What follows belongs to an exercise in optimizing a design on an open flow for small area, a short achievable clock period and few clock cycles per item; a production flow would make more cautious choices. At most, simulation tests tie the RTL to the original design; equivalence was not proved. Power figures rest on the tool's default switching activity, not on a simulated workload.

==> flow/design.v <==
package asre_pkg;
  localparam int SAMPLE_W    = 16;
  localparam int CFG_INDEX_W = 2;
  localparam int CFG_DATA_W  = 16;
  typedef logic signed [SAMPLE_W-1:0] sample_t;
  typedef logic        [SAMPLE_W-1:0] delta_t;
  typedef enum logic [CFG_INDEX_W-1:0] {
    REG_DELTA_THRESHOLD = 2'd0,
    REG_UPPER_LIMIT     = 2'd1,
    REG_LOWER_LIMIT     = 2'd2
  } cfg_index_t;
  localparam delta_t  DELTA_THRESHOLD_RESET = '0;
  localparam sample_t UPPER_LIMIT_RESET     = 16'sh7FFF;
  localparam sample_t LOWER_LIMIT_RESET     = 16'sh8000;
endpackage
module asre_avg_div_a (
  input  logic [20:0] acc_i,    
  output logic [20:0] y1_o
);
  logic neg;
  assign neg  = (acc_i < 21'd983043);            
  assign y1_o = acc_i + {4'b0, acc_i[20:4]} + {16'b0, neg, neg, neg, 2'b0};
endmodule
module asre_avg_div_b (
  input  logic [20:0] y1_i,
  output logic [15:0] avg_o
);
  logic [20:0] y3;
  assign y3    = y1_i + {8'b0, y1_i[20:8]} + {16'b0, y1_i[20:16]};
  assign avg_o = {~y3[20], y3[19:5]};
endmodule
module averaged_sensor_range_event_unit #(
  parameter int AVERAGE_COUNT = 10
) (
  input  logic                                      clk,
  input  logic                                      rst_n,
  input  logic                                      in_valid,
  output logic                                      in_ready,
  input  logic signed [asre_pkg::SAMPLE_W-1:0]      in_sample,
  output logic                                      out_valid,
  input  logic                                      out_ready,
  output logic signed [asre_pkg::SAMPLE_W-1:0]      out_reported_value,
  output logic                                      out_range_event,
  input  logic                                      cfg_we,
  input  logic [asre_pkg::CFG_INDEX_W-1:0]          cfg_index,
  input  logic [asre_pkg::CFG_DATA_W-1:0]           cfg_wdata
);
  localparam int SAMPLE_W = asre_pkg::SAMPLE_W;
  localparam logic [asre_pkg::CFG_INDEX_W-1:0] REG_DELTA_THRESHOLD = asre_pkg::REG_DELTA_THRESHOLD;
  localparam logic [asre_pkg::CFG_INDEX_W-1:0] REG_UPPER_LIMIT     = asre_pkg::REG_UPPER_LIMIT;
  localparam logic [asre_pkg::CFG_INDEX_W-1:0] REG_LOWER_LIMIT     = asre_pkg::REG_LOWER_LIMIT;
  localparam logic        [SAMPLE_W-1:0] DELTA_THRESHOLD_RESET = asre_pkg::DELTA_THRESHOLD_RESET;
  localparam logic signed [SAMPLE_W-1:0] UPPER_LIMIT_RESET     = asre_pkg::UPPER_LIMIT_RESET;
  localparam logic signed [SAMPLE_W-1:0] LOWER_LIMIT_RESET     = asre_pkg::LOWER_LIMIT_RESET;
  logic        [SAMPLE_W-1:0] delta_thr_r;
  logic signed [SAMPLE_W-1:0] upper_r;
  logic signed [SAMPLE_W-1:0] lower_r;
  logic                       adv;
  logic                       k_valid;
  logic signed [SAMPLE_W-1:0] k_sample;
  logic                       a_valid, b_valid, c_valid;
  logic signed [SAMPLE_W-1:0] a_sample, b_sample, c_sample;
  logic                       b_end, c_end, c_first, c_range;
  logic                       seen_a, seen_c;
  logic                       out_valid_r;
  logic signed [SAMPLE_W-1:0] held_r, held_nxt;
  logic                       event_r, event_nxt;
  logic [3:0]  cnt_r;
  logic        start_r, a_end;
  logic [20:0] acc_r, acc_nxt, a_add;
  logic        a_first, a_acc;
  logic [20:0] y1_nxt, y1_r;
  logic [15:0] avg;
  logic signed [SAMPLE_W+1:0] dp, dn;
  logic                       hit;
  assign adv      = !out_valid_r || out_ready;
  assign c_first  = !seen_c;
  assign in_ready = !k_valid;
  assign out_valid          = out_valid_r;
  assign out_reported_value = held_r;
  assign out_range_event    = event_r;
  assign a_first = !seen_a;
  assign a_acc   = a_valid && !a_first;
  assign a_end   = (cnt_r == 4'd9);
  assign a_add   = a_acc ? {{(21-SAMPLE_W){a_sample[SAMPLE_W-1]}}, a_sample} : 21'd0;
  assign acc_nxt = ((a_acc && start_r) ? 21'd983043 : acc_r) + a_add + {a_add[19:0], 1'b0};
  asre_avg_div_a u_div_a (
    .acc_i (acc_r),
    .y1_o  (y1_nxt)
  );
  asre_avg_div_b u_div_b (
    .y1_i  (y1_r),
    .avg_o (avg)
  );
  always_comb begin
    dp  = {{2{c_sample[SAMPLE_W-1]}}, c_sample} - {{2{held_r[SAMPLE_W-1]}}, held_r}
        - {2'b0, delta_thr_r};
    dn  = {{2{held_r[SAMPLE_W-1]}}, held_r} - {{2{c_sample[SAMPLE_W-1]}}, c_sample}
        - {2'b0, delta_thr_r};
    c_range = (c_sample >= upper_r) || (c_sample <= lower_r);
    hit = (!dp[SAMPLE_W+1] || !dn[SAMPLE_W+1]) && c_range;
    held_nxt  = held_r;
    event_nxt = event_r;
    if (c_valid) begin
      event_nxt = 1'b0;
      if (c_first || hit) begin
        held_nxt  = c_sample;
        event_nxt = 1'b1;
      end else if (c_end) begin
        held_nxt  = avg;
      end
    end
  end
  always_ff @(posedge clk) begin
    if (!rst_n) begin
      delta_thr_r <= DELTA_THRESHOLD_RESET;
      upper_r     <= UPPER_LIMIT_RESET;
      lower_r     <= LOWER_LIMIT_RESET;
      k_valid     <= 1'b0;
      a_valid     <= 1'b0;
      b_valid     <= 1'b0;
      c_valid     <= 1'b0;
      out_valid_r <= 1'b0;
      seen_a      <= 1'b0;
      seen_c      <= 1'b0;
      cnt_r       <= '0;
      start_r     <= 1'b1;
    end else begin
      if (cfg_we) begin
        case (cfg_index)
          REG_DELTA_THRESHOLD: delta_thr_r <= cfg_wdata;
          REG_UPPER_LIMIT:     upper_r     <= cfg_wdata;
          REG_LOWER_LIMIT:     lower_r     <= cfg_wdata;
          default: ;
        endcase
      end
      if (adv) begin
        k_valid     <= 1'b0;
        a_valid     <= k_valid || in_valid;
        b_valid     <= a_valid;
        c_valid     <= b_valid;
        out_valid_r <= c_valid;
        seen_a      <= seen_a || a_valid;
        seen_c      <= seen_c || c_valid;
        if (a_acc) begin
          cnt_r   <= a_end ? 4'd0 : cnt_r + 4'd1;
          start_r <= a_end;
        end
      end else if (in_valid) begin
        k_valid <= 1'b1;
      end
    end
  end
  always_ff @(posedge clk) begin
    if (!k_valid) begin
      k_sample <= in_sample;
    end
    if (adv) begin
      a_sample <= k_valid ? k_sample : in_sample;
      b_sample <= a_sample;
      c_sample <= b_sample;
      b_end    <= a_end;
      c_end    <= b_end;
      y1_r     <= y1_nxt;
      acc_r    <= acc_nxt;
      held_r   <= held_nxt;
      event_r  <= event_nxt;
    end
  end
endmodule
clock: 12.0 ns
lec_check: 0
abc_area: 1
cap_margin: 20
core_margin: 2
core_utilization: 40
slew_margin: 20
standard.sh (not shown) runs the stock make flow with config.mk's settings and CLKGATE_MAP_FILE= SYNTH_SCRIPT=/design/flow/synth_recipe.tcl, a recipe that flattens the netlist after the stock synthesis.
==> flow/flow/run.sh <==
#!/bin/bash
set -euo pipefail
bash standard.sh \
  SETUP_SLACK_MARGIN=8.5 \
  "BUFFER_PORTS_ARGS=-buffer_cell sky130_fd_sc_hd__buf_4" \
  finish > standard.log 2>&1
Edit:
--- a/flow/design.v
+++ b/flow/design.v
@@ -52,11 +52,13 @@
   localparam logic        [SAMPLE_W-1:0] DELTA_THRESHOLD_RESET = asre_pkg::DELTA_THRESHOLD_RESET;
   localparam logic signed [SAMPLE_W-1:0] UPPER_LIMIT_RESET     = asre_pkg::UPPER_LIMIT_RESET;
   localparam logic signed [SAMPLE_W-1:0] LOWER_LIMIT_RESET     = asre_pkg::LOWER_LIMIT_RESET;
-  logic        [SAMPLE_W-1:0] delta_thr_r;
-  logic signed [SAMPLE_W-1:0] upper_r;
-  logic signed [SAMPLE_W-1:0] lower_r;
+  logic        [SAMPLE_W-1:0] nthr_r;
+  logic        [SAMPLE_W-1:0] nupper_r;
+  logic        [SAMPLE_W-1:0] nlower_r;
+  logic        [SAMPLE_W:0]   ge_u, gt_l;
+  logic        [SAMPLE_W-1:0] c_off;
   logic                       adv;
-  logic                       k_valid;
+  logic                       k_free;      
   logic signed [SAMPLE_W-1:0] k_sample;
   logic                       a_valid, b_valid, c_valid;
   logic signed [SAMPLE_W-1:0] a_sample, b_sample, c_sample;
@@ -75,7 +77,7 @@
   logic                       hit;
   assign adv      = !out_valid_r || out_ready;
   assign c_first  = !seen_c;
-  assign in_ready = !k_valid;
+  assign in_ready = k_free;
   assign out_valid          = out_valid_r;
   assign out_reported_value = held_r;
   assign out_range_event    = event_r;
@@ -93,11 +95,14 @@
     .avg_o (avg)
   );
   always_comb begin
-    dp  = {{2{c_sample[SAMPLE_W-1]}}, c_sample} - {{2{held_r[SAMPLE_W-1]}}, held_r}
-        - {2'b0, delta_thr_r};
-    dn  = {{2{held_r[SAMPLE_W-1]}}, held_r} - {{2{c_sample[SAMPLE_W-1]}}, c_sample}
-        - {2'b0, delta_thr_r};
-    c_range = (c_sample >= upper_r) || (c_sample <= lower_r);
+    dp  = {{2{c_sample[SAMPLE_W-1]}}, c_sample} + {{2{~held_r[SAMPLE_W-1]}}, ~held_r}
+        + {2'b11, nthr_r} + 18'd2;
+    dn  = {{2{held_r[SAMPLE_W-1]}}, held_r} + {{2{~c_sample[SAMPLE_W-1]}}, ~c_sample}
+        + {2'b11, nthr_r} + 18'd2;
+    c_off   = c_sample ^ 16'h8000;
+    ge_u    = {1'b0, c_off} + {1'b0, nupper_r ^ 16'h8000} + 17'd1;
+    gt_l    = {1'b0, c_off} + {1'b0, nlower_r ^ 16'h8000};
+    c_range = ge_u[SAMPLE_W] || !gt_l[SAMPLE_W];
     hit = (!dp[SAMPLE_W+1] || !dn[SAMPLE_W+1]) && c_range;
     held_nxt  = held_r;
     event_nxt = event_r;
@@ -113,10 +118,10 @@
   end
   always_ff @(posedge clk) begin
     if (!rst_n) begin
-      delta_thr_r <= DELTA_THRESHOLD_RESET;
-      upper_r     <= UPPER_LIMIT_RESET;
-      lower_r     <= LOWER_LIMIT_RESET;
-      k_valid     <= 1'b0;
+      nthr_r      <= ~DELTA_THRESHOLD_RESET;
+      nupper_r    <= ~UPPER_LIMIT_RESET;
+      nlower_r    <= ~LOWER_LIMIT_RESET;
+      k_free      <= 1'b1;
       a_valid     <= 1'b0;
       b_valid     <= 1'b0;
       c_valid     <= 1'b0;
@@ -128,15 +133,15 @@
     end else begin
       if (cfg_we) begin
         case (cfg_index)
-          REG_DELTA_THRESHOLD: delta_thr_r <= cfg_wdata;
-          REG_UPPER_LIMIT:     upper_r     <= cfg_wdata;
-          REG_LOWER_LIMIT:     lower_r     <= cfg_wdata;
+          REG_DELTA_THRESHOLD: nthr_r   <= ~cfg_wdata;
+          REG_UPPER_LIMIT:     nupper_r <= ~cfg_wdata;
+          REG_LOWER_LIMIT:     nlower_r <= ~cfg_wdata;
           default: ;
         endcase
       end
       if (adv) begin
-        k_valid     <= 1'b0;
-        a_valid     <= k_valid || in_valid;
+        k_free      <= 1'b1;
+        a_valid     <= !k_free || in_valid;
         b_valid     <= a_valid;
         c_valid     <= b_valid;
         out_valid_r <= c_valid;
@@ -147,16 +152,16 @@
           start_r <= a_end;
         end
       end else if (in_valid) begin
-        k_valid <= 1'b1;
+        k_free  <= 1'b0;
       end
     end
   end
   always_ff @(posedge clk) begin
-    if (!k_valid) begin
+    if (k_free) begin
       k_sample <= in_sample;
     end
     if (adv) begin
-      a_sample <= k_valid ? k_sample : in_sample;
+      a_sample <= k_free ? in_sample : k_sample;
       b_sample <= a_sample;
       c_sample <= b_sample;
       b_end    <= a_end;
Effect:
- The new run completed without violations
- sequential share of layout area came out higher by 0.13 points
- non-clock buffer count came out higher by 9
- count of clock-buffer cells in the layout does not change
- final cell count came out lower by 4.3%
- worst hold slack stays flat
- core utilization is about the same
- worst setup slack gets better by 0.030 ns
- first-iteration DRC count came out lower by 17%
- fmax came out higher by 0.87%
- synthesized area came out lower by 0.33%
Testbench counts after the change, summed over its fixed seeds: cycles 16,032, items 16,000.
No functional check of the RTL was part of the first run of this note.

---

Another version of the RTL of averaged_sensor_range_event_unit (not shown whole).
Size in the first run: about 1300 cells after synthesis, ~58 I/O pins, roughly 12000 sq um of cells after synthesis.
// averaged_sensor_range_event_unit
module averaged_sensor_range_event_unit #(
  parameter int AVERAGE_COUNT = 10
) (
  input  logic                                      clk,
  input  logic                                      rst_n,
  input  logic                                      in_valid,
  output logic                                      in_ready,
  input  logic signed [asre_pkg::SAMPLE_W-1:0]      in_sample,
  output logic                                      out_valid,
  input  logic                                      out_ready,
  output logic signed [asre_pkg::SAMPLE_W-1:0]      out_reported_value,
  output logic                                      out_range_event,
  input  logic                                      cfg_we,
  input  logic [asre_pkg::CFG_INDEX_W-1:0]          cfg_index,
  input  logic [asre_pkg::CFG_DATA_W-1:0]           cfg_wdata
);
==> module averaged_sensor_range_event_unit, before the edit <==
module averaged_sensor_range_event_unit #(
  parameter int AVERAGE_COUNT = 10
) (
  input  logic                                      clk,
  input  logic                                      rst_n,
  input  logic                                      in_valid,
  output logic                                      in_ready,
  input  logic signed [asre_pkg::SAMPLE_W-1:0]      in_sample,
  output logic                                      out_valid,
  input  logic                                      out_ready,
  output logic signed [asre_pkg::SAMPLE_W-1:0]      out_reported_value,
  output logic                                      out_range_event,
  input  logic                                      cfg_we,
  input  logic [asre_pkg::CFG_INDEX_W-1:0]          cfg_index,
  input  logic [asre_pkg::CFG_DATA_W-1:0]           cfg_wdata
);
  localparam int SAMPLE_W = asre_pkg::SAMPLE_W;
  localparam logic [asre_pkg::CFG_INDEX_W-1:0] REG_DELTA_THRESHOLD = asre_pkg::REG_DELTA_THRESHOLD;
  localparam logic [asre_pkg::CFG_INDEX_W-1:0] REG_UPPER_LIMIT     = asre_pkg::REG_UPPER_LIMIT;
  localparam logic [asre_pkg::CFG_INDEX_W-1:0] REG_LOWER_LIMIT     = asre_pkg::REG_LOWER_LIMIT;
  localparam logic        [SAMPLE_W-1:0] DELTA_THRESHOLD_RESET = asre_pkg::DELTA_THRESHOLD_RESET;
  localparam logic signed [SAMPLE_W-1:0] UPPER_LIMIT_RESET     = asre_pkg::UPPER_LIMIT_RESET;
  localparam logic signed [SAMPLE_W-1:0] LOWER_LIMIT_RESET     = asre_pkg::LOWER_LIMIT_RESET;
  logic        [SAMPLE_W-1:0] nthr_r;
  logic        [SAMPLE_W-1:0] nupper_r;
  logic        [SAMPLE_W-1:0] nlower_r;
  logic                       ge_u, gt_l;
  logic        [SAMPLE_W-1:0] c_off;
  logic                       adv;
  logic                       k_free;      
  logic signed [SAMPLE_W-1:0] k_sample;
  logic                       a_valid, b_valid, c_valid;
  logic signed [SAMPLE_W-1:0] a_sample, b_sample, c_sample;
  logic                       b_end, c_end, c_first;
  logic                       seen_a, seen_c;
  logic                       out_valid_r;
  logic signed [SAMPLE_W-1:0] held_r, held_nxt;
  logic                       event_r, event_nxt;
  logic [3:0]  cnt_r;
  logic        start_r, a_end;
  logic [20:0] acc_r, acc_nxt, a_add;
  logic        a_first, a_acc;
  logic [20:0] y1_nxt, y1_r;
  logic [15:0] avg;
  logic        [SAMPLE_W+1:0] c_ext, h_ext, t_ext, dp_s, dp_c, dn_s, dn_c;
  logic                       dp_c17, dn_c17, dp_neg, dn_neg;
  logic                       hit;
  assign adv      = !out_valid_r || out_ready;
  assign c_first  = !seen_c;
  assign in_ready = k_free;
  assign out_valid          = out_valid_r;
  assign out_reported_value = held_r;
  assign out_range_event    = event_r;
  assign a_first = !seen_a;
  assign a_acc   = a_valid && !a_first;
  assign a_end   = (cnt_r == 4'd9);
  assign a_add   = {{(21-SAMPLE_W){a_sample[SAMPLE_W-1]}}, a_sample};
  assign acc_nxt = (start_r ? 21'd983043 : acc_r) + a_add + {a_add[19:0], 1'b0};
  asre_avg_div_a u_div_a (
    .acc_i (acc_r),
    .y1_o  (y1_nxt)
  );
  asre_avg_div_b u_div_b (
    .y1_i  (y1_r),
    .avg_o (avg)
  );
  assign c_ext   = {{2{c_sample[SAMPLE_W-1]}}, c_sample};
  assign h_ext   = {{2{held_r[SAMPLE_W-1]}}, held_r};
  assign t_ext   = {2'b11, nthr_r};
  assign dp_s    = c_ext ^ ~h_ext ^ t_ext;
  assign dp_c    = (c_ext & ~h_ext) | (c_ext & t_ext) | (~h_ext & t_ext);
  assign dn_s    = dp_s;   
  assign dn_c    = (h_ext & ~c_ext) | (h_ext & t_ext) | (~c_ext & t_ext);
  asre_carry #(.W(17)) u_dp (.a(dp_s[16:0]), .b({dp_c[15:0], 1'b1}), .ci(1'b1), .co(dp_c17));
  asre_carry #(.W(17)) u_dn (.a(dn_s[16:0]), .b({dn_c[15:0], 1'b1}), .ci(1'b1), .co(dn_c17));
  assign dp_neg  = dp_s[17] ^ dp_c[16] ^ dp_c17;
  assign dn_neg  = dn_s[17] ^ dn_c[16] ^ dn_c17;
  assign c_off   = c_sample ^ 16'h8000;
  asre_carry #(.W(16)) u_ge (.a(c_off), .b(nupper_r ^ 16'h8000), .ci(1'b1), .co(ge_u));
  asre_carry #(.W(16)) u_gt (.a(c_off), .b(nlower_r ^ 16'h8000), .ci(1'b0), .co(gt_l));
  always_comb begin
    hit = (!dp_neg || !dn_neg) && (ge_u || !gt_l);
    held_nxt  = held_r;
    event_nxt = event_r;
    if (c_valid) begin
      event_nxt = 1'b0;
      if (c_first || hit) begin
        held_nxt  = c_sample;
        event_nxt = 1'b1;
      end else if (c_end) begin
        held_nxt  = avg;
      end
    end
  end
  always_ff @(posedge clk) begin
    if (!rst_n) begin
      nthr_r      <= ~DELTA_THRESHOLD_RESET;
      nupper_r    <= ~UPPER_LIMIT_RESET;
      nlower_r    <= ~LOWER_LIMIT_RESET;
      k_free      <= 1'b1;
      a_valid     <= 1'b0;
      b_valid     <= 1'b0;
      c_valid     <= 1'b0;
      out_valid_r <= 1'b0;
      seen_a      <= 1'b0;
      seen_c      <= 1'b0;
      cnt_r       <= '0;
      start_r     <= 1'b1;
    end else begin
      if (cfg_we) begin
        case (cfg_index)
          REG_DELTA_THRESHOLD: nthr_r   <= ~cfg_wdata;
          REG_UPPER_LIMIT:     nupper_r <= ~cfg_wdata;
          REG_LOWER_LIMIT:     nlower_r <= ~cfg_wdata;
          default: ;
        endcase
      end
      if (adv) begin
        k_free      <= 1'b1;
        a_valid     <= !k_free || in_valid;
        b_valid     <= a_valid;
        c_valid     <= b_valid;
        out_valid_r <= c_valid;
        seen_a      <= seen_a || a_valid;
        seen_c      <= seen_c || c_valid;
        if (a_acc) begin
          cnt_r   <= a_end ? 4'd0 : cnt_r + 4'd1;
          start_r <= a_end;
        end
      end else if (in_valid) begin
        k_free  <= 1'b0;
      end
    end
  end
  always_ff @(posedge clk) begin
    if (k_free) begin
      k_sample <= in_sample;
    end
    if (adv) begin
      a_sample <= k_free ? (in_valid ? in_sample : '0) : k_sample;
      b_sample <= a_sample;
      c_sample <= b_sample;
      b_end    <= a_end;
      c_end    <= b_end;
      y1_r     <= y1_nxt;
      acc_r    <= acc_nxt;
      held_r   <= held_nxt;
      event_r  <= event_nxt;
    end
  end
endmodule
==> flow/config.mk <==
export PLATFORM = sky130hd
export DESIGN_NAME = averaged_sensor_range_event_unit
export DESIGN_NICKNAME = averaged_sensor_range_event_unit
export VERILOG_FILES = /design/flow/design.v
export SDC_FILE = /design/flow/constraint.sdc
export NUM_CORES = 4
export LEC_CHECK = 0
export ABC_AREA = 1
export CAP_MARGIN = 20
export CORE_MARGIN = 2
export CORE_UTILIZATION = 40
export SLEW_MARGIN = 20
==> flow/constraint.sdc <==
create_clock -name core_clock -period 12.0 [get_ports {clk}]
set_input_delay 2.4000 -clock core_clock [delete_from_list [all_inputs] [get_ports {clk}]]
set_output_delay 2.4000 -clock core_clock [all_outputs]
set_load 0.01 [all_outputs]
==> flow/flow/run.sh <==
#!/bin/bash
set -euo pipefail
here=$(pwd)
bash standard.sh \
  SETUP_SLACK_MARGIN=8.5 \
  "BUFFER_PORTS_ARGS=-buffer_cell sky130_fd_sc_hd__buf_4" \
  "POST_GLOBAL_PLACE_TCL=$here/flow/small_input_buffers.tcl" \
  finish > standard.log 2>&1
==> flow/flow/small_input_buffers.tcl <==
# After global placement: the port buffers of the inputs other than clk and
# out_ready get the smallest buffer; the later repair steps resize any that
# end up on a path that needs it.
foreach port [all_inputs] {
  set pname [get_full_name $port]
  if {$pname eq "clk" || $pname eq "out_ready"} { continue }
  set net [get_nets -quiet $pname]
  if {[llength $net] == 0} { continue }
  foreach pin [get_pins -quiet -of_objects $net] {
    set inst [get_cells -of_objects $pin]
    set master [get_property $inst ref_name]
    if {[string match "sky130_fd_sc_hd__buf_*" $master]} {
      replace_cell $inst sky130_fd_sc_hd__buf_1
    }
  }
}
Then changed:
--- a/flow/design.v
+++ b/flow/design.v
@@ -127,11 +127,11 @@
   assign c_ext   = {{2{c_sample[SAMPLE_W-1]}}, c_sample};
   assign h_ext   = {{2{held_r[SAMPLE_W-1]}}, held_r};
   assign t_ext   = {2'b11, nthr_r};
   assign dp_s    = c_ext ^ ~h_ext ^ t_ext;
   assign dp_c    = (c_ext & ~h_ext) | (c_ext & t_ext) | (~h_ext & t_ext);
-  assign dn_s    = dp_s;   
+  assign dn_s    = h_ext ^ ~c_ext ^ t_ext;
   assign dn_c    = (h_ext & ~c_ext) | (h_ext & t_ext) | (~c_ext & t_ext);
   asre_carry #(.W(17)) u_dp (.a(dp_s[16:0]), .b({dp_c[15:0], 1'b1}), .ci(1'b1), .co(dp_c17));
   asre_carry #(.W(17)) u_dn (.a(dn_s[16:0]), .b({dn_c[15:0], 1'b1}), .ci(1'b1), .co(dn_c17));
   assign dp_neg  = dp_s[17] ^ dp_c[16] ^ dp_c17;
   assign dn_neg  = dn_s[17] ^ dn_c[16] ^ dn_c17;
@@ -195,17 +195,17 @@
   always_ff @(posedge clk) begin
     if (k_free) begin
       k_sample <= in_sample;
     end
     if (adv) begin
-      a_sample <= k_free ? (in_valid ? in_sample : '0) : k_sample;
+      a_sample <= k_free ? in_sample : k_sample;
       b_sample <= a_sample;
       c_sample <= b_sample;
       b_end    <= a_end;
       c_end    <= b_end;
       y1_r     <= y1_nxt;
-      acc_r    <= acc_nxt;
+      if (a_valid) acc_r <= acc_nxt;
       held_r   <= held_nxt;
       event_r  <= event_nxt;
     end
   end
 endmodule
Outcome:
- critical path depth falls by 1
- cell area is lower by about 3%
- routed wire length shrinks by 7.1%
- cell count went down by 3.8%
- fmax stays flat
- count of clock-buffer cells in the layout goes down by 1
- worst setup slack gets worse by 3.1 ps
- area after synthesis fell by 2.5%
- core utilization barely changes
- synthesized cell count goes down by about 4.4%
- power falls by 15%
- global-route usage decreases by 0.49 points
- clock skew is about the same
- first-iteration DRC count goes down by 7.8%
Testbench counts after the change, summed over its fixed seeds: cycles 16,032, items 16,000.
Function not checked in the first run of this note: the RTL went through the layout flow alone.

-- afterwards: timing with drivers on the ports --
Ports are ideal in the flow. The routed layouts listed here were re-timed in OpenROAD. Step 1 sets driving cells, clkbuf_16 on the clock port and buf_2 on the other inputs (assumed; they add their load-dependent delay and slew). Step 2 times the ports against the registers' clock, not the clock port: input delays grow and output delays shrink by t, the midpoint of the rising clock arrivals with the driver on. a / b / c = ideal ports / drivers / drivers and shift; a / b = the first two.
run | t (ns) | setup WS [ns] | worst setup path after step 2
the first run of note 1 | 0.478 | 8.529 / 8.480 / 8.178 | input to register
the second run of note 1 | 0.484 | 8.559 / 8.510 / 8.263 | input to register
the first run of note 2 | 0.481 | 8.535 / 8.490 / 8.216 | input to register
the second run of note 2 | 0.471 | 8.532 / 8.490 / 8.221 | input to register
After both steps setup and hold are still met in every run listed. For the first run of note 1, which loses most, drivers alone change the setup slack by -0.049 ns; drivers and shift together by -0.351 ns.
